This is an optimization exercise on Yosys and OpenROAD, whose aim is small area, a short achievable clock period and few clock cycles per item, not a production implementation. In this exercise RTL edits were held to simulation tests only and were not proved equivalent to the original.

File: constraint.sdc
create_clock -name core_clock -period 12.0 [get_ports {aclk}]
set_input_delay 2.4000 -clock core_clock [delete_from_list [all_inputs] [get_ports {aclk}]]
set_output_delay 2.4000 -clock core_clock [all_outputs]
set_load 0.01 [all_outputs]
File: config.mk
export PLATFORM = sky130hd
export DESIGN_NAME = ray_plane_set_clipper
export DESIGN_NICKNAME = ray_plane_set_clipper
export VERILOG_FILES = /design/flow/design.v
export SDC_FILE = /design/flow/constraint.sdc
export NUM_CORES = 4
export LEC_CHECK = 0
export ABC_CLOCK_PERIOD_IN_PS = 5000
export CAP_MARGIN = 20
export CORE_MARGIN = 2
export CORE_UTILIZATION = 40
export CTS_BUF_LIST = sky130_fd_sc_hd__clkbuf_8
export SETUP_SLACK_MARGIN = 5
export SLEW_MARGIN = 20
File: design.v
module rpsc_iter_unit (
    input  logic        aclk,
    input  logic        aresetn,
    input  logic        cmd_start,
    input  logic        cmd_sqrt_mode,
    input  logic [33:0] cmd_rem_init,
    input  logic [30:0] cmd_low_bits,
    input  logic [33:0] cmd_divisor,
    input  logic [4:0]  cmd_steps,
    input  logic [59:0] cmd_radicand,
    output logic        sts_done,
    output logic [30:0] sts_result
);
    logic        busy_reg, busy_next;
    logic        done_reg, done_next;
    logic        mode_reg, mode_next;
    logic [4:0]  cnt_reg, cnt_next;
    logic [33:0] rem_reg, rem_next;
    logic [30:0] low_reg, low_next;
    logic [30:0] q_reg, q_next;
    logic [33:0] div_reg, div_next;
    logic [61:0] v_reg, v_next;
    logic [61:0] res_reg, res_next;
    logic [61:0] bit_reg, bit_next;
    logic [34:0] r2;
    logic [34:0] diff;
    logic [61:0] trial;
    always_comb begin
        busy_next = busy_reg;
        done_next = 1'b0;
        mode_next = mode_reg;
        cnt_next  = cnt_reg;
        rem_next  = rem_reg;
        low_next  = low_reg;
        q_next    = q_reg;
        div_next  = div_reg;
        v_next    = v_reg;
        res_next  = res_reg;
        bit_next  = bit_reg;
        r2        = {rem_reg, low_reg[30]};
        diff      = r2 - {1'b0, div_reg};
        trial     = res_reg + bit_reg;
        if (busy_reg) begin
            if (mode_reg) begin
                if (v_reg >= trial) begin
                    v_next   = v_reg - trial;
                    res_next = (res_reg >> 1) + bit_reg;
                end else begin
                    res_next = res_reg >> 1;
                end
                bit_next = bit_reg >> 2;
            end else begin
                if (r2 >= {1'b0, div_reg}) begin
                    rem_next = diff[33:0];
                    q_next   = {q_reg[29:0], 1'b1};
                end else begin
                    rem_next = r2[33:0];
                    q_next   = {q_reg[29:0], 1'b0};
                end
                low_next = {low_reg[29:0], 1'b0};
            end
            cnt_next = cnt_reg - 5'd1;
            if (cnt_reg == 5'd0) begin
                busy_next = 1'b0;
                done_next = 1'b1;
            end
        end else if (cmd_start) begin
            busy_next = 1'b1;
            mode_next = cmd_sqrt_mode;
            cnt_next  = cmd_steps - 5'd1;
            rem_next  = cmd_rem_init;
            low_next  = cmd_low_bits;
            div_next  = cmd_divisor;
            q_next    = '0;
            v_next    = {2'b00, cmd_radicand};
            res_next  = '0;
            bit_next  = 62'h1000_0000_0000_0000;
        end
    end
    always_ff @(posedge aclk) begin
        if (!aresetn) begin
            busy_reg <= 1'b0;
            done_reg <= 1'b0;
        end else begin
            busy_reg <= busy_next;
            done_reg <= done_next;
        end
    end
    always_ff @(posedge aclk) begin
        mode_reg <= mode_next;
        cnt_reg  <= cnt_next;
        rem_reg  <= rem_next;
        low_reg  <= low_next;
        q_reg    <= q_next;
        div_reg  <= div_next;
        v_reg    <= v_next;
        res_reg  <= res_next;
        bit_reg  <= bit_next;
    end
    assign sts_done   = done_reg;
    assign sts_result = mode_reg ? res_reg[30:0] : q_reg;
endmodule
module ray_plane_set_clipper (
    input  logic          aclk,
    input  logic          aresetn,
    input  logic          s_valid,
    output logic          s_ready,
    input  logic [227:0]  s_item,
    output logic          m_valid,
    input  logic          m_ready,
    output logic [162:0]  m_item,
    input  logic          cfg_we,
    input  logic [1:0]    cfg_index,
    input  logic [31:0]   cfg_wdata
);
    localparam logic signed [31:0] DIST_MAX = 32'sh7FFF_FFFF;
    localparam int K = 2;
    localparam logic [4:0] CL_END = 5'(16 / K);         
    localparam logic [4:0] SQ_END = 5'd15;              
    localparam logic [4:0] ND_BEG = 5'(8 / K);          
    localparam logic [2:0] S_IDLE = 3'd0;
    localparam logic [2:0] S_CLIP = 3'd1;
    localparam logic [2:0] S_FIN  = 3'd2;
    localparam logic [2:0] S_RES  = 3'd3;
    localparam logic [2:0] S_LOAD = 3'd4;
    localparam logic [2:0] L_M2   = 3'd0;
    localparam logic [2:0] L_M2B  = 3'd1;
    localparam logic [2:0] L_SQRT = 3'd2;
    localparam logic [2:0] L_NDIV = 3'd4;
    localparam logic [1:0] M_CLIP = 2'd0;
    localparam logic [1:0] M_SQRT = 2'd1;
    localparam logic [1:0] M_NDIV = 2'd2;
    function automatic logic [2:0] benc(input logic [2:0] b, input logic flip);
        logic m1, m2, ng;
        m1 = b[1] ^ b[0];
        m2 = (b[2] & ~b[1] & ~b[0]) | (~b[2] & b[1] & b[0]);
        ng = flip ? (~b[2] & (b[1] | b[0])) : (b[2] & ~(b[1] & b[0]));
        benc = {ng, m2, m1};
    endfunction
    function automatic logic [50:0] bpp51(input logic [2:0] e, input logic [50:0] x);
        bpp51 = (({51{e[0]}} & x) | ({51{e[1]}} & {x[49:0], 1'b0})) ^ {51{e[2]}};
    endfunction
    function automatic logic [33:0] bpn(input logic [2:0] e, input logic [33:0] x);
        logic [33:0] v;
        v = (({34{e[0]}} & x) | ({34{e[1]}} & {x[32:0], 1'b0})) ^ {34{e[2]}};
        bpn = {~v[33], v[32:0]};
    endfunction
    function automatic logic [17:0] bpd(input logic [2:0] e, input logic [17:0] x);
        logic [17:0] v;
        v = (({18{e[0]}} & x) | ({18{e[1]}} & {x[16:0], 1'b0})) ^ {18{e[2]}};
        bpd = {~v[17], v[16:0]};
    endfunction
    function automatic logic [35:0] bpp36(input logic [2:0] e, input logic [35:0] x);
        bpp36 = (({36{e[0]}} & x) | ({36{e[1]}} & {x[34:0], 1'b0})) ^ {36{e[2]}};
    endfunction
    function automatic logic [101:0] csa51(input logic [50:0] a, input logic [50:0] b,
                                           input logic [50:0] c);
        logic [50:0] s, m;
        s = a ^ b ^ c;
        m = (a & b) | (a & c) | (b & c);
        csa51 = {m[49:0], 1'b0, s};
    endfunction
    function automatic logic [71:0] csa36(input logic [35:0] a, input logic [35:0] b,
                                          input logic [35:0] c);
        logic [35:0] s, m;
        s = a ^ b ^ c;
        m = (a & b) | (a & c) | (b & c);
        csa36 = {m[34:0], 1'b0, s};
    endfunction
    logic               in_operation;
    logic [2:0]         in_plane_slot;
    assign in_operation  = s_item[227];
    assign in_plane_slot = s_item[226:224];
    logic [2:0]         state_r;
    logic [2:0]         ph_r;
    logic [3:0]         pc_r;
    logic signed [31:0] near_r, far_r;
    logic [47:0]        tn [8];
    logic [31:0]        tc [8];
    logic [44:0]        tu [8];
    logic [31:0]        o0_r, o1_r, o2_r;
    logic [15:0]        d0_r, d1_r, d2_r;
    logic [3:0]         lim_r;
    logic [2:0]         slot_r;      
    logic [2:0]         ps_r;        
    logic [2:0]         lds;         
    logic [1:0]         comp_r;
    logic               mu_act, mu_rdy;
    logic [1:0]         mu_cnt;
    logic [2:0]         mu_idx;      
    logic [2:0]         pl_idx;      
    logic [3:0]         mu_lim;
    logic               mu_more;
    logic [50:0]        ns_r, nc_r;
    logic [35:0]        ds_r, dc_r;
    logic               dv_act;
    logic [1:0]         dv_mode;
    logic [4:0]         dv_cnt;
    logic [32:0]        dv_r;
    logic [35:0]        dv_d, dv_d3;
    logic               dv_c1, dv_c2, dv_c3, dv_sq;
    logic               mz_r;
    logic [31:0]        dv_l;
    logic [31:0]        dv_q;
    logic [2:0]         dv_idx;
    logic               dv_dneg, dv_neg, dv_dz, dv_np;
    logic signed [31:0] sd_r, ed_r;
    logic               ex_r, es_r, xs_r, mv_r;
    logic               ldw;
    logic [1:0]         ldc;
    logic [15:0]        en0_r, en1_r, en2_r, xn0_r, xn1_r, xn2_r;
    logic               pend_r, pend_cl;
    logic signed [31:0] nr_s, fr_s;
    logic [3:0]         lim_s;
    assign s_ready = !pend_r && ((state_r == S_IDLE) ||
                                 ((state_r == S_CLIP || state_r == S_FIN || state_r == S_RES) &&
                                  !mu_act && !mu_rdy) ||
                                 (state_r == S_LOAD && ph_r == L_NDIV && comp_r == 2'd2));
    assign m_valid = mv_r;
    assign m_item  = {ex_r && !(ed_r < sd_r), sd_r, ed_r,
                      es_r, en0_r & {16{es_r}}, en1_r & {16{es_r}}, en2_r & {16{es_r}},
                      xs_r, xn0_r & {16{xs_r}}, xn1_r & {16{xs_r}}, xn2_r & {16{xs_r}}};
    logic [47:0] rn;
    logic [31:0] rc;
    logic [15:0] n0, n1, n2;
    logic [8:0]  b0, b1, b2;
    logic [2:0]  de [3][4];      
    logic [2:0]  dn [3][4];      
    logic [50:0] nx [3];
    logic [35:0] dx [3];
    logic [50:0] nfs, nfc, ncorr;
    logic [35:0] dfs, dfc, dcorr;
    logic [50:0] ns_n, nc_n;
    logic [35:0] ds_n, dc_n;
    logic [50:0] npp [3][4];
    logic [35:0] dpp [3][4];
    assign rn = tn[mu_idx];
    assign rc = tc[mu_idx];
    assign n0 = rn[47:32];
    assign n1 = rn[31:16];
    assign n2 = rn[15:0];
    always_comb begin
        if (mu_cnt[0] == 1'b0) begin
            b0 = n0[15:7]; b1 = n1[15:7]; b2 = n2[15:7];
        end else begin
            b0 = {n0[7:0], 1'b0}; b1 = {n1[7:0], 1'b0}; b2 = {n2[7:0], 1'b0};
        end
        for (int j = 0; j < 4; j++) begin
            de[0][j] = benc(b0[8-2*j -: 3], 1'b0);
            de[1][j] = benc(b1[8-2*j -: 3], 1'b0);
            de[2][j] = benc(b2[8-2*j -: 3], 1'b0);
            dn[0][j] = benc(b0[8-2*j -: 3], 1'b1);
            dn[1][j] = benc(b1[8-2*j -: 3], 1'b1);
            dn[2][j] = benc(b2[8-2*j -: 3], 1'b1);
        end
        nx[0] = {{19{o0_r[31]}}, o0_r};
        nx[1] = {{19{o1_r[31]}}, o1_r};
        nx[2] = {{19{o2_r[31]}}, o2_r};
        if (state_r == S_LOAD && ph_r == L_M2) begin
            dx[0] = {{20{n0[15]}}, n0};
            dx[1] = {{20{n1[15]}}, n1};
            dx[2] = {{20{n2[15]}}, n2};
        end else begin
            dx[0] = {{20{d0_r[15]}}, d0_r};
            dx[1] = {{20{d1_r[15]}}, d1_r};
            dx[2] = {{20{d2_r[15]}}, d2_r};
        end
        if (mu_cnt[0] == 1'b0) begin
            nfs = {{13{rc[31]}}, rc[31:2], 8'b0};
            nfc = '0;
            dfs = '0;
            dfc = '0;
        end else begin
            nfs = {ns_r[42:0], 8'b0};
            nfc = {nc_r[42:0], 8'b0};
            dfs = {ds_r[27:0], 8'b0};
            dfc = {dc_r[27:0], 8'b0};
        end
        ncorr = '0;
        dcorr = '0;
        for (int j = 0; j < 4; j++) begin
            ncorr = ncorr + ({49'd0, {1'b0, dn[0][j][2]} + {1'b0, dn[1][j][2]} + {1'b0, dn[2][j][2]}} << (6 - 2*j));
            dcorr = dcorr + ({34'd0, {1'b0, de[0][j][2]} + {1'b0, de[1][j][2]} + {1'b0, de[2][j][2]}} << (6 - 2*j));
        end
        if (mu_cnt[0] == 1'b1) begin
            ncorr[15:14] = rc[1:0];
        end
        ncorr = ncorr + {18'h3FF01, 33'd0};
        dcorr = dcorr + {19'h7FF01, 17'd0};
        for (int k = 0; k < 3; k++) begin
            for (int j = 0; j < 4; j++) begin
                npp[k][j] = {17'd0, bpn(dn[k][j], nx[k][33:0])} << (6 - 2*j);
                dpp[k][j] = {18'd0, bpd(de[k][j], dx[k][17:0])} << (6 - 2*j);
            end
        end
    end
    logic [101:0] t1, t2, t3, t4, t5, t6, t7, t8, t9, t10, t11, t12, t13;
    logic [71:0]  u1, u2, u3, u4, u5, u6, u7, u8, u9, u10, u11, u12, u13;
    always_comb begin
        t1  = csa51(nfs, nfc, ncorr);
        t2  = csa51(npp[0][0], npp[0][1], npp[0][2]);
        t3  = csa51(npp[0][3], npp[1][0], npp[1][1]);
        t4  = csa51(npp[1][2], npp[1][3], npp[2][0]);
        t5  = csa51(npp[2][1], npp[2][2], npp[2][3]);
        t6  = csa51(t1[50:0], t1[101:51], t2[50:0]);
        t7  = csa51(t2[101:51], t3[50:0], t3[101:51]);
        t8  = csa51(t4[50:0], t4[101:51], t5[50:0]);
        t9  = csa51(t6[50:0], t6[101:51], t7[50:0]);
        t10 = csa51(t7[101:51], t8[50:0], t8[101:51]);
        t11 = csa51(t9[50:0], t9[101:51], t10[50:0]);
        t12 = csa51(t11[50:0], t11[101:51], t10[101:51]);
        t13 = csa51(t12[50:0], t12[101:51], t5[101:51]);
        ns_n = t13[50:0];
        nc_n = t13[101:51];
        u1  = csa36(dfs, dfc, dcorr);
        u2  = csa36(dpp[0][0], dpp[0][1], dpp[0][2]);
        u3  = csa36(dpp[0][3], dpp[1][0], dpp[1][1]);
        u4  = csa36(dpp[1][2], dpp[1][3], dpp[2][0]);
        u5  = csa36(dpp[2][1], dpp[2][2], dpp[2][3]);
        u6  = csa36(u1[35:0], u1[71:36], u2[35:0]);
        u7  = csa36(u2[71:36], u3[35:0], u3[71:36]);
        u8  = csa36(u4[35:0], u4[71:36], u5[35:0]);
        u9  = csa36(u6[35:0], u6[71:36], u7[35:0]);
        u10 = csa36(u7[71:36], u8[35:0], u8[71:36]);
        u11 = csa36(u9[35:0], u9[71:36], u10[35:0]);
        u12 = csa36(u11[35:0], u11[71:36], u10[71:36]);
        u13 = csa36(u12[35:0], u12[71:36], u5[71:36]);
        ds_n = u13[35:0];
        dc_n = u13[71:36];
    end
    logic [35:0] p_den, p_den3;
    logic [50:0] p_num, p_mnum, p_un;
    logic        p_dneg, p_dzero, p_nneg, p_npos;
    logic [35:0] p_dd, p_dd3;
    logic [41:0] p_jz2;
    logic [45:0] p_jz3;
    logic [71:0] w1, w2;
    always_comb begin
        p_den  = ds_r + dc_r;
        w1     = csa36(ds_r, dc_r, {ds_r[34:0], 1'b0});
        w2     = csa36(w1[35:0], w1[71:36], {dc_r[34:0], 1'b0});
        p_den3 = w2[35:0] + w2[71:36];
        p_num  = ns_r + nc_r;
        p_mnum = ~ns_r + ~nc_r + 51'd2;
        p_nneg = p_num[50];
        p_un   = p_nneg ? p_mnum : p_num;
        p_npos = !p_nneg && ((ns_r ^ nc_r) != {nc_r[49:0] | ns_r[49:0], 1'b0});
        p_dneg = p_den[35];
        p_dzero = ((ds_r ^ dc_r) == {dc_r[34:0] | ds_r[34:0], 1'b0});
        p_dd   = p_dneg ? p_den  : ~p_den;
        p_dd3  = p_dneg ? p_den3 : ~p_den3;
        p_jz2  = {1'b0, p_un[50:10]} + {{6{p_dd[35]}}, p_dd} + {41'd0, !p_dneg};
        p_jz3  = {1'b0, p_un[50:6]} + {{10{p_dd[35]}}, p_dd} + {45'd0, !p_dneg};
    end
    function automatic logic [34:0] dstep(input logic [35:0] x, input logic [35:0] dd,
                                          input logic c1, input logic c2,
                                          input logic [35:0] dd3, input logic c3);
        logic [35:0] a1, a2h, a3;
        a1  = x + dd + {35'd0, c1};
        a2h = {1'b0, x[35:1]} + dd + {35'd0, c2};
        a3  = x + dd3 + {35'd0, c3};
        if (!a3[35]) begin
            dstep = {2'd3, a3[32:0]};
        end else if (!a2h[35]) begin
            dstep = {2'd2, a2h[31:0], x[0]};
        end else if (!a1[35]) begin
            dstep = {2'd1, a1[32:0]};
        end else begin
            dstep = {2'd0, x[32:0]};
        end
    endfunction
    logic [35:0] x1, x2, sat_a;
    logic [34:0] st1, st2;
    logic [35:0] dd1, dd2, d3s2;
    logic        sq_mode, c2s;
    logic [32:0] r_step;
    logic [3:0]  digs;
    logic [31:0] q_step, qmask, q_sq;
    logic [31:0] rp, rpm, rpp, rp1, rp1m, rp1p, rp2;
    logic [35:0] d3_sq;
    always_comb begin
        sq_mode = dv_sq;
        c2s = dv_c2;
        rp  = ~dv_d3[34:3];
        rpm = rp - 32'd1;
        rpp = rp + 32'd1;
        x1  = {1'b0, dv_r, dv_l[31:30]};
        dd1 = dv_d;
        st1 = dstep(x1, dd1, dv_c1, c2s, dv_d3, dv_c3);
        sat_a = {1'b0, x1[35:1]} + dv_d + {35'd0, dv_c1};
        case (st1[34:33])
            2'd0:    begin rp1 = {rpm[29:0], 2'b01}; rp1m = {rpm[29:0], 2'b00}; rp1p = {rpm[29:0], 2'b10}; end
            2'd1:    begin rp1 = {rp[29:0],  2'b00}; rp1m = {rpm[29:0], 2'b11}; rp1p = {rp[29:0],  2'b01}; end
            2'd2:    begin rp1 = {rp[29:0],  2'b11}; rp1m = {rp[29:0],  2'b10}; rp1p = {rpp[29:0], 2'b00}; end
            default: begin rp1 = {rpp[29:0], 2'b10}; rp1m = {rpp[29:0], 2'b01}; rp1p = {rpp[29:0], 2'b11}; end
        endcase
        x2   = {1'b0, st1[32:0], dv_l[29:28]};
        dd2  = dv_d;
        d3s2 = dv_d3;
        st2  = dstep(x2, dd2, dv_c1, c2s, d3s2, dv_c3);
        case (st2[34:33])
            2'd0:    rp2 = {rp1m[29:0], 2'b01};
            2'd1:    rp2 = {rp1[29:0],  2'b00};
            2'd2:    rp2 = {rp1[29:0],  2'b11};
            default: rp2 = {rp1p[29:0], 2'b10};
        endcase
        digs = {st1[34:33], st2[34:33]};
        if (sq_mode) begin
            r_step = {st1[30:0], dv_l[29:28]};
            q_sq   = {dv_q[29:0], st1[34:33]};
            d3_sq  = ~{1'b0, rp1, 3'b001};
        end else begin
            r_step = st2[32:0];
            q_sq   = '0;
            d3_sq  = '0;
        end
        q_step = dv_q;
        for (int i = 0; i < 8; i++) begin
            if (CL_END - 5'd1 - i[4:0] == dv_cnt) begin
                q_step[4*i +: 4] = digs;
            end
            qmask[4*i +: 4] = (i[4:0] + dv_cnt <= CL_END - 5'd1) ? 4'hF : 4'h0;
        end
    end
    function automatic logic notight(input logic [31:0] qlo, input logic [31:0] qhi,
                                     input logic dneg, input logic neg,
                                     input logic [31:0] sv, input logic [31:0] ev);
        logic        cA, cB, cC;
        logic [33:0] qa, bb, sm;
        cA = !dneg && !neg;
        cB = !dneg && neg;
        cC = dneg && !neg;
        qa = (cA || (dneg && neg)) ? {2'b00, qhi} : {2'b00, qlo};
        if (cA)      bb = ~{{2{sv[31]}}, sv};
        else if (cB) bb = {{2{sv[31]}}, sv};
        else if (cC) bb = ~{{2{ev[31]}}, ev};
        else         bb = {{2{ev[31]}}, ev};
        sm = qa + bb + {33'd0, cC};
        if (cA)            notight = sm[33];
        else if (cB || cC) notight = !sm[33];
        else               notight = sm[33] || (sm == '0);
    endfunction
    logic               up_v, up_neg, up_dneg;
    logic [31:0]        up_q;
    logic [2:0]         up_idx;
    logic        cl_entry;
    logic        nt, nt_u, dv_last, dv_fin, cap, tight, dv_stop;
    logic [31:0] t_val, cap_q;
    logic [47:0] un_sgn;
    logic [15:0] nv0, nv1, nv2;
    always_comb begin
        nt      = notight(dv_q, dv_q | qmask, dv_dneg, dv_neg, sd_r, ed_r);
        dv_last = (dv_cnt >= CL_END - 5'd1);
        dv_fin  = dv_act && (dv_mode == M_CLIP) && (dv_dz || nt || dv_last);
        cap     = dv_act && (dv_mode == M_CLIP) && !dv_dz && !nt && dv_last;
        cap_q   = (dv_cnt == CL_END) ? dv_q : q_step;
        dv_stop = dv_act && (dv_mode == M_CLIP) && dv_dz && dv_np;
        nt_u    = notight(up_q, up_q, up_dneg, up_neg, sd_r, ed_r);
        tight   = up_v && !nt_u;
        cl_entry = !up_dneg;
        t_val   = up_neg ? -up_q : up_q;
        un_sgn  = tn[up_idx];
        nv0 = (un_sgn[47] ^ cl_entry) ? -{1'b0, tu[up_idx][44:30]} : {1'b0, tu[up_idx][44:30]};
        nv1 = (un_sgn[31] ^ cl_entry) ? -{1'b0, tu[up_idx][29:15]} : {1'b0, tu[up_idx][29:15]};
        nv2 = (un_sgn[15] ^ cl_entry) ? -{1'b0, tu[up_idx][14:0]}  : {1'b0, tu[up_idx][14:0]};
    end
    logic        ld_end;
    logic        dv_free, xfer, accept, start, ld_rst, frj, take, hand_af, walk_end, hand_all;
    logic [15:0] nabs;
    logic        dv_done;
    assign accept  = aresetn && s_valid && s_ready;
    assign ld_end  = (state_r == S_LOAD) && dv_act &&
                     ((ph_r == L_NDIV && dv_cnt == CL_END - 5'd1 && comp_r == 2'd2) ||
                      (ph_r == L_SQRT && dv_cnt == SQ_END - 5'd1 && mz_r));
    assign start   = pend_r && ((state_r == S_IDLE) || (state_r == S_RES && m_ready) || ld_end);
    assign ld_rst  = !aresetn && ((state_r == S_LOAD) || (pend_r && !pend_cl));
    assign dv_done = (dv_mode == M_SQRT) ? (dv_cnt == SQ_END) : (dv_cnt == CL_END);
    assign dv_free = !dv_act || dv_fin;
    assign frj     = (state_r == S_CLIP) && !pend_r && mu_rdy && !p_dzero && p_nneg &&
                     ((!p_dneg && !sd_r[31]) || (p_dneg && ed_r[31]));
    assign xfer    = (state_r == S_CLIP) && !pend_r && mu_rdy && dv_free && !frj;
    assign take    = xfer || frj;
    assign hand_af = hand_all || (take && {1'b0, pl_idx} + 4'd1 == lim_r);
    assign walk_end = dv_stop || (hand_af && !(dv_act && !dv_fin) && !xfer && !cap);
    logic [15:0] nk;
    logic [1:0]  ck;
    always_comb begin
        ck = (ph_r == L_NDIV) ? comp_r + 2'd1 : 2'd0;
        case (ck)
            2'd0:    nk = n0;
            2'd1:    nk = n1;
            default: nk = n2;
        endcase
        nabs = nk[15] ? -nk : nk;
    end
    always_ff @(posedge aclk) begin
        if (!aresetn) begin
            pc_r   <= 4'd0;
            near_r <= '0;
            far_r  <= DIST_MAX;
        end else if (cfg_we) begin
            case (cfg_index)
                2'd0: pc_r   <= cfg_wdata[3:0];
                2'd1: near_r <= $signed(cfg_wdata);
                2'd2: far_r  <= $signed(cfg_wdata);
                default: begin
                end
            endcase
        end
    end
    always_ff @(posedge aclk) begin
        if ((start && !pend_cl) || (ld_rst && state_r != S_LOAD && pend_r && !pend_cl)) begin
            tn[ps_r] <= {d0_r, d1_r, d2_r};
            tc[ps_r] <= o0_r;
        end
        if (state_r == S_LOAD && ph_r == L_SQRT && dv_act && dv_cnt == SQ_END - 5'd1 &&
            mz_r) begin
            tu[slot_r] <= '0;
        end
        if (ldw) begin
            case (ldc)
                2'd0:    tu[lds][44:30] <= up_q[14:0];
                2'd1:    tu[lds][29:15] <= up_q[14:0];
                default: tu[lds][14:0]  <= up_q[14:0];
            endcase
        end
    end
    always_ff @(posedge aclk) begin
        if (!aresetn) begin
            state_r <= ld_rst ? S_LOAD : S_IDLE;
            mv_r    <= 1'b0;
            mu_act  <= ld_rst;
            mu_rdy  <= 1'b0;
            dv_act  <= 1'b0;
            pend_r  <= (state_r == S_LOAD) && pend_r && !pend_cl;
            up_v    <= 1'b0;
            ldw     <= 1'b0;
        end else begin
            ldw <= (state_r == S_LOAD) && (ph_r == L_NDIV) && dv_act && (dv_cnt == CL_END - 5'd1);
            up_v <= cap && (state_r == S_CLIP);
            hand_all <= hand_af && !start;
            if (mu_act && mu_cnt[0]) begin
                mu_act  <= 1'b0;
                mu_rdy  <= !(state_r == S_LOAD && ph_r == L_M2);
                mu_more <= ({1'b0, mu_idx} + 4'd1 < mu_lim) && !(state_r == S_LOAD && ph_r == L_M2);
            end
            if (accept) begin
                pend_r  <= 1'b1;
                pend_cl <= s_item[227];
                if (s_item[227] && pc_r != 4'd0) begin
                    mu_act <= 1'b1;
                end
            end
            case (state_r)
                S_IDLE: begin
                end
                S_CLIP: begin
                    if (dv_fin) begin
                        dv_act <= 1'b0;
                    end
                    if (take) begin
                        mu_rdy <= 1'b0;
                        if (mu_more) begin
                            mu_act <= 1'b1;
                        end
                    end
                    if (xfer) begin
                        dv_act <= 1'b1;
                    end
                    if (walk_end) begin
                        state_r <= S_RES;
                        mv_r    <= 1'b1;
                        dv_act  <= 1'b0;
                        if (!pend_r && !accept) begin
                            mu_act <= 1'b0;
                            mu_rdy <= 1'b0;
                        end
                    end
                end
                S_FIN: begin
                    mv_r    <= 1'b1;
                    state_r <= S_RES;
                end
                S_RES: begin
                    if (m_ready) begin
                        mv_r <= 1'b0;
                        if (!pend_r) begin
                            state_r <= S_IDLE;
                        end
                    end
                end
                default: begin  
                    case (ph_r)
                        L_M2B: begin
                            dv_act <= 1'b1;
                        end
                        L_SQRT, L_NDIV: begin
                            if (ld_end) begin
                                dv_act  <= 1'b0;
                                state_r <= S_IDLE;
                            end
                        end
                        default: begin
                        end
                    endcase
                end
            endcase
            if (start) begin
                pend_r <= 1'b0;
                if (pend_cl) begin
                    state_r <= (lim_s == 4'd0) ? S_RES : S_CLIP;
                end else begin
                    state_r <= S_LOAD;
                    mu_act  <= 1'b1;
                end
            end
            if (start && pend_cl && lim_s == 4'd0) begin
                mv_r <= 1'b1;
            end
        end
    end
    always_ff @(posedge aclk) begin
        if (accept) begin
            if (s_item[227]) begin
                o0_r  <= s_item[143:112];
                d0_r  <= s_item[47:32];
                d1_r  <= s_item[31:16];
                d2_r  <= s_item[15:0];
                nr_s  <= near_r;
                fr_s  <= far_r;
                lim_s <= (pc_r > 4'd8) ? 4'd8 : pc_r;
                mu_idx <= 3'd0;
                mu_cnt <= 2'd0;
                mu_lim <= (pc_r > 4'd8) ? 4'd8 : pc_r;
            end else begin
                o0_r   <= s_item[175:144];
                d0_r   <= s_item[223:208];
                d1_r   <= s_item[207:192];
                d2_r   <= s_item[191:176];
                ps_r   <= in_plane_slot;
            end
            o1_r <= s_item[111:80];
            o2_r <= s_item[79:48];
        end
        if (start) begin
            if (pend_cl) begin
                sd_r  <= nr_s;
                ed_r  <= fr_s;
                ex_r  <= 1'b1;
                es_r  <= 1'b0;
                xs_r  <= 1'b0;
                lim_r <= lim_s;
            end else begin
                mu_idx <= ps_r;
                slot_r <= ps_r;
                mu_cnt <= 2'd0;
                ph_r   <= L_M2;
            end
        end
        if (mu_act || (take && mu_more)) begin
            mu_cnt <= {1'b0, !mu_cnt[0]};
            ns_r <= ns_n;
            nc_r <= nc_n;
            ds_r <= ds_n;
            dc_r <= dc_n;
        end
        if (mu_act && mu_cnt[0] && !(state_r == S_LOAD && ph_r == L_M2)) begin
            pl_idx <= mu_idx;
            if ({1'b0, mu_idx} + 4'd1 < mu_lim) begin
                mu_idx <= mu_idx + 3'd1;
            end
        end
        if (dv_act && !dv_done) begin
            dv_r   <= r_step;
            dv_l   <= dv_l << 4;
            dv_cnt <= dv_cnt + 5'd1;
            if (sq_mode) begin
                dv_q  <= q_sq;
                dv_d3 <= d3_sq;
                dv_d  <= ~{3'b0, q_sq[29:0], 3'b001};
            end else begin
                dv_q <= q_step;
            end
            if (dv_mode == M_CLIP && dv_cnt == 5'd0 && !sat_a[35]) begin
                dv_q   <= dv_neg ? 32'h8000_0000 : 32'h7FFF_FFFF;
                dv_cnt <= CL_END;
            end
        end
        if (tight) begin
            if (cl_entry) begin
                sd_r  <= t_val;
                es_r  <= 1'b1;
                en0_r <= nv0;
                en1_r <= nv1;
                en2_r <= nv2;
            end else begin
                ed_r  <= t_val;
                xs_r  <= 1'b1;
                xn0_r <= nv0;
                xn1_r <= nv1;
                xn2_r <= nv2;
            end
        end
        if (dv_stop) begin
            ex_r <= 1'b0;
        end
        if (cap) begin
            up_q    <= cap_q;
            up_neg  <= dv_neg;
            up_dneg <= dv_dneg;
            up_idx  <= dv_idx;
        end
        if (xfer) begin
            dv_dz   <= p_dzero;
            dv_np   <= p_npos;
            dv_mode <= M_CLIP;
            dv_sq   <= 1'b0;
            dv_c2   <= !p_dneg;
            if (p_jz3[45]) begin
                dv_cnt <= 5'd3;
                dv_r   <= p_un[38:6];
                dv_l   <= {p_un[5:0], 26'b0};
            end else if (p_jz2[41]) begin
                dv_cnt <= 5'd2;
                dv_r   <= p_un[42:10];
                dv_l   <= {p_un[9:0], 22'b0};
            end else begin
                dv_cnt <= 5'd0;
                dv_r   <= p_un[50:18];
                dv_l   <= {p_un[17:0], 14'b0};
            end
            dv_d    <= p_dd;
            dv_c1   <= !p_dneg;
            dv_d3   <= p_dd3;
            dv_c3   <= !p_dneg;
            dv_q    <= '0;
            dv_idx  <= pl_idx;
            dv_dneg <= p_dneg;
            dv_neg  <= p_nneg ^ p_dneg;
        end
        if (state_r == S_LOAD) begin
            case (ph_r)
                L_M2: begin
                    if (mu_act && mu_cnt[0]) begin
                        ph_r <= L_M2B;
                    end
                end
                L_M2B: begin
                    ph_r    <= L_SQRT;
                    dv_mode <= M_SQRT;
                    dv_sq   <= 1'b1;
                    dv_c2   <= 1'b0;
                    dv_d    <= ~{3'b0, 30'd0, 3'b001};
                    dv_cnt  <= 5'd0;
                    dv_r    <= {31'd0, p_den[31:30]};
                    dv_q    <= '0;
                    dv_l    <= {p_den[29:0], 2'b00};
                    mz_r    <= p_dzero;      
                    dv_d3   <= ~{1'b0, 32'd1, 3'b001};
                    dv_c3   <= 1'b1;
                    dv_c1   <= 1'b1;
                end
                L_SQRT: begin
                    if (dv_act && dv_cnt == SQ_END - 5'd1 && !mz_r) begin
                        ph_r    <= L_NDIV;
                        dv_mode <= M_NDIV;
                        dv_sq   <= 1'b0;
                        dv_c2   <= 1'b1;
                        dv_cnt  <= ND_BEG;
                        dv_r    <= {5'b0, nabs, 12'b0};
                        dv_l    <= '0;
                        dv_q    <= '0;
                        dv_d    <= ~{6'b0, q_sq[29:0]};
                        dv_c1   <= 1'b1;
                        dv_d3   <= ~{4'b0, rp1m};
                        dv_c3   <= 1'b1;
                    end
                    comp_r <= 2'd0;
                end
                default: begin
                    if (dv_act && dv_cnt == CL_END - 5'd1) begin
                        up_q <= q_step;
                        ldc  <= comp_r;
                        lds  <= slot_r;
                        if (comp_r != 2'd2) begin
                            comp_r <= comp_r + 2'd1;
                            dv_cnt <= ND_BEG;
                            dv_r   <= {5'b0, nabs, 12'b0};
                            dv_q   <= '0;
                        end
                    end
                end
            endcase
        end
        if (ld_rst) begin
            ph_r   <= L_M2;
            mu_cnt <= 2'd0;
            if (state_r == S_LOAD) begin
                mu_idx <= slot_r;
            end else begin
                mu_idx <= ps_r;
                slot_r <= ps_r;
            end
        end
    end
endmodule
File: run.sh
#!/bin/bash
# synth_recipe.tcl (not shown) runs the flow's synth.tcl, then flattens the netlist and writes it again
# the make line also repeats each setting of config.mk as NAME=value (left out here)
make -C /OpenROAD-flow-scripts/flow DESIGN_CONFIG=/design/flow/config.mk WORK_HOME=/design/flow/orfs CLKGATE_MAP_FILE= SYNTH_SCRIPT=/design/flow/synth_recipe.tcl finish
==> results.txt <==
## cell families after synthesis
kind of cell,count (synthesis)
buf+inv,1998
mux,758
flops,1879
simple gates,3184
xor+xnor,1260
compound gates,3321
fa+ha+maj,1624
## routing by layer
metal	up-vias	global-route usage, %	routed length (microns)
met1	56800	36.1	214000
met4	10	13.4	29200
met3	1133	4.08	39700
li1	51200	-	-
met2	5414	43.8	234000
met5	-	0	80
## registers in the layout, summed over array words and instances (netlist names), 33 cells and up, named ones only
register / count
dv_d: 36
ds_r: 36
dv_r: 33
dv_d3: 36
tu: 360
ns_r: 51
tc: 256
tn: 384
dc_r: 33
nc_r: 48
## final cells by class
type	count	area (sq um)	area share [%]
sequential	1879	52900	31.5
antenna	23	57.6	0.0343
clock inverter	225	1410	0.839
tap	4794	6000	3.58
timing repair inverter	1	5.00	0.00298
timing repair buffer	898	9360	5.58
clock buffer	358	4930	2.94
multi-input combinational	10200	88900	53.0
inverter	1091	4150	2.47
## synth_stat cells, types with 34 or more instances
cell,count
a211oi_1,73
a21o_1,191
a21oi_1,816
a22oi_1,610
a31oi_1,102
and2_1,527
and3_1,82
buf_1,85
buf_2,62
buf_4,34
clkbuf_1,679
clkbuf_2,45
dfxtp_1,366
edfxtp_1,1513
fa_1,687
ha_1,937
inv_1,1067
mux2_2,123
mux2i_1,379
mux4_2,256
nand2_1,1016
nand2b_1,93
nand3_1,218
nand4_1,86
nor2_1,625
nor2b_1,75
nor3_1,167
nor4_1,51
o211ai_1,149
o21a_1,78
o21ai_0,572
o21ai_1,77
o21bai_1,57
o221ai_1,54
o22ai_1,110
o31ai_1,43
or2_2,67
or3_1,56
xnor2_1,811
xor2_1,449
## what timing repair did
item	in CTS	in global routing
endpoints found under the setup margin	664	579
gates resized for setup	512	405
pin swaps	120	133
hold endpoints to repair	0	0
cloned	25	11
buffers inserted	118	85
## per-stage QoR
stage / cells / cell area, sq um / util (%) / setup slack (ps)
4_1_cts: 19300 / 165000 / 45.5 / 3930
5_1_grt: 19400 / 168000 / 46.3 / 3710
2_1_floorplan: 14000 / 146000 / - / 4830
3_5_place_dp: 18600 / 155000 / 42.7 / 1570
3_3_place_gp: 18600 / 155000 / 42.7 / 1990
6_report: 19400 / 168000 / 46.3 / 3750
## path summary, 6_finish.rpt
| path | endpoint |
|---|---|
| setup / recovery | dv_r[0] |
| hold reg to reg | nr_s[16] |
| setup reg to reg | dv_r[0] |
| hold / removal | nr_s[16] |
## placed cells by master (no fill, tap or decap), types with 327 or more instances in the layout
master,instances
a21oi_1,726
inv_1,1152
edfxtp_1,1513
nand2_1,1004
fa_1,684
o21ai_0,489
and2_1,517
clkdlybuf4s50_1,429
nor2_1,594
clkbuf_8,360
buf_4,327
xnor2_1,787
mux2i_1,336
xor2_1,447
a22oi_1,605
ha_1,879
==> results.sh <==
export IMPL_arrival_ps=9150
export IMPL_layout_drive_gt1_share_pct=14.1
export IMPL_finalCritPeriodShare_pct=68.8
export IMPL_grtUsageTotal_pct=27.3
export IMPL_crit_start="dv_d[6]"
export IMPL_core_area_sq_um=362000
export IMPL_reg2reg_from="dv_d[6]"
export IMPL_hold_violations=0
export IMPL_synth_top_cell_area_share_pct=31.2
export IMPL_synthCells=14000
export IMPL_yosysWarnings=7
export IMPL_critical_path_depth=33
export IMPL_crit_type="flip-flop to flip-flop"
export IMPL_relSlewSlack_pct=21.5
export IMPL_wl_mm=517
export IMPL_wl_per_cell_microns=26.6
export IMPL_ys_ff_latch=1879
export IMPL_required_ps=12890
export IMPL_grt_max_degree=98
export IMPL_critPathSlowestCell="o211ai_1"
export IMPL_ios=432
export IMPL_ys_flop_type="edfxtp_1"
export IMPL_netlist_area_sq_um=145000
export IMPL_syn_area_per_cell_sq_um=10.4
export IMPL_worst_pin_slew_ps=1170
export IMPL_drc=0
export IMPL_area_growth_pct=15.3
export IMPL_min_path_cells=0
export IMPL_r2r_cells=33
export IMPL_min_period_ps=8250
export IMPL_cp_max_fo=9
export IMPL_h_tree_depth=5
export IMPL_slew_violations=0
export IMPL_status="no timing/DRC/antenna violations"
export IMPL_die_area_sq_um=368000
export IMPL_drt_iter0_drc=11700
export IMPL_grt_overflow=0
export IMPL_yosysTopAreaCell="edfxtp_1"
export IMPL_synth_edf_count=1513
export IMPL_synth_mux_area_share_pct=7.53
export IMPL_dr_pass1_iters=10
export IMPL_numCtsBuffers=326
export IMPL_max_freq_mhz=121
export IMPL_drv_cap=0
export IMPL_ys_seq_area_share_pct=36.3
export IMPL_synth_xor_area_share_pct=7.59
export IMPL_cts_clk_slew_worst_paths_ps=70
export IMPL_clock_latency_ps=1090
export IMPL_ant_nets=0
export IMPL_hpwlAfterDp_mm=377
export IMPL_ff2ff_setup_slack_ps=3750
export IMPL_clockRootBuffer="clkbuf_8"
export IMPL_rows=221
export IMPL_synth_area_leaders="edfxtp_1 (31%), fa_1 (9.5%), ha_1 (8.1%)"
export IMPL_grt_pass1_vias=112000
export IMPL_synth_simple_area_share_pct=10.7
export IMPL_ys_types=115
export IMPL_hold_buffers=0
export IMPL_max_stage_delay_ps=450
export IMPL_vias_per_cell=5.90
export IMPL_cts_sinks=1879
export IMPL_cts_buffer_depth=4
export IMPL_antenna_found_initial=49
export IMPL_grt_pass1_wl_mm=755
export IMPL_syn_num_nets=15900
export IMPL_end_kind="flip-flop"
export IMPL_setup_violations_final=0
export IMPL_rsz0062_at_grt="true"
export IMPL_synthAdderAreaFrac_pct=17.5
export IMPL_finalNetCount=16200
export IMPL_critical_path_startpoint_type="flip-flop"
export IMPL_start_util_pct=40.1
export IMPL_cts_tree="yes"
export IMPL_synth_compound_gate_area_share_pct=15.0
export IMPL_holdCritPathClass="flip-flop to flip-flop"
export IMPL_gp_congestion=1.01
export IMPL_io_buffers=431
export IMPL_critPathBufInv=6
export IMPL_fillers=33900
export IMPL_fin_tns_setup_ps=0
export IMPL_hp_start="near_r[16]"
export IMPL_skew_ps=130
export IMPL_num_vias=114000
export IMPL_synth_top_family_by_area="adder cells"
export IMPL_crit_family="compound AO/OA/AOI/OAI gates"
export IMPL_die_h_microns=607
export IMPL_synthArstFlopShare_pct=0
export IMPL_holdWs_ps=418
export IMPL_die_w_microns=607
Testbench counts, summed over its fixed seeds: cycles 23,813, items 768.

## static timing again, ports no longer ideal
The results above use ideal ports. As a check the final layout listed here was re-extracted and re-timed, cells and wires unchanged.
Step 1: set_driving_cell puts a clkbuf_16 on aclk and a buf_2 on each other input, an assumption about the parent block.
Step 2 times the ports against the registers' clock, not the clock port: input delays grow and output delays shrink by t, the midpoint of the rising clock arrivals with the driver on.
a / b / c = ideal / step 1 / step 2; a / b = the first two.
t (ns): 1.137
slack for setup (ns): 3.746 / 3.746 / 3.746
worst hold slack (ns): 0.418 / 0.418 / 0.418
clock arrival spread, ns: 0.130 / 0.129
worst slew at a driven data input, ns: 0.29
After both steps setup and hold are still met in this run. For this run, drivers alone change the setup slack by 0.000 ns; drivers and shift together by 0.000 ns.
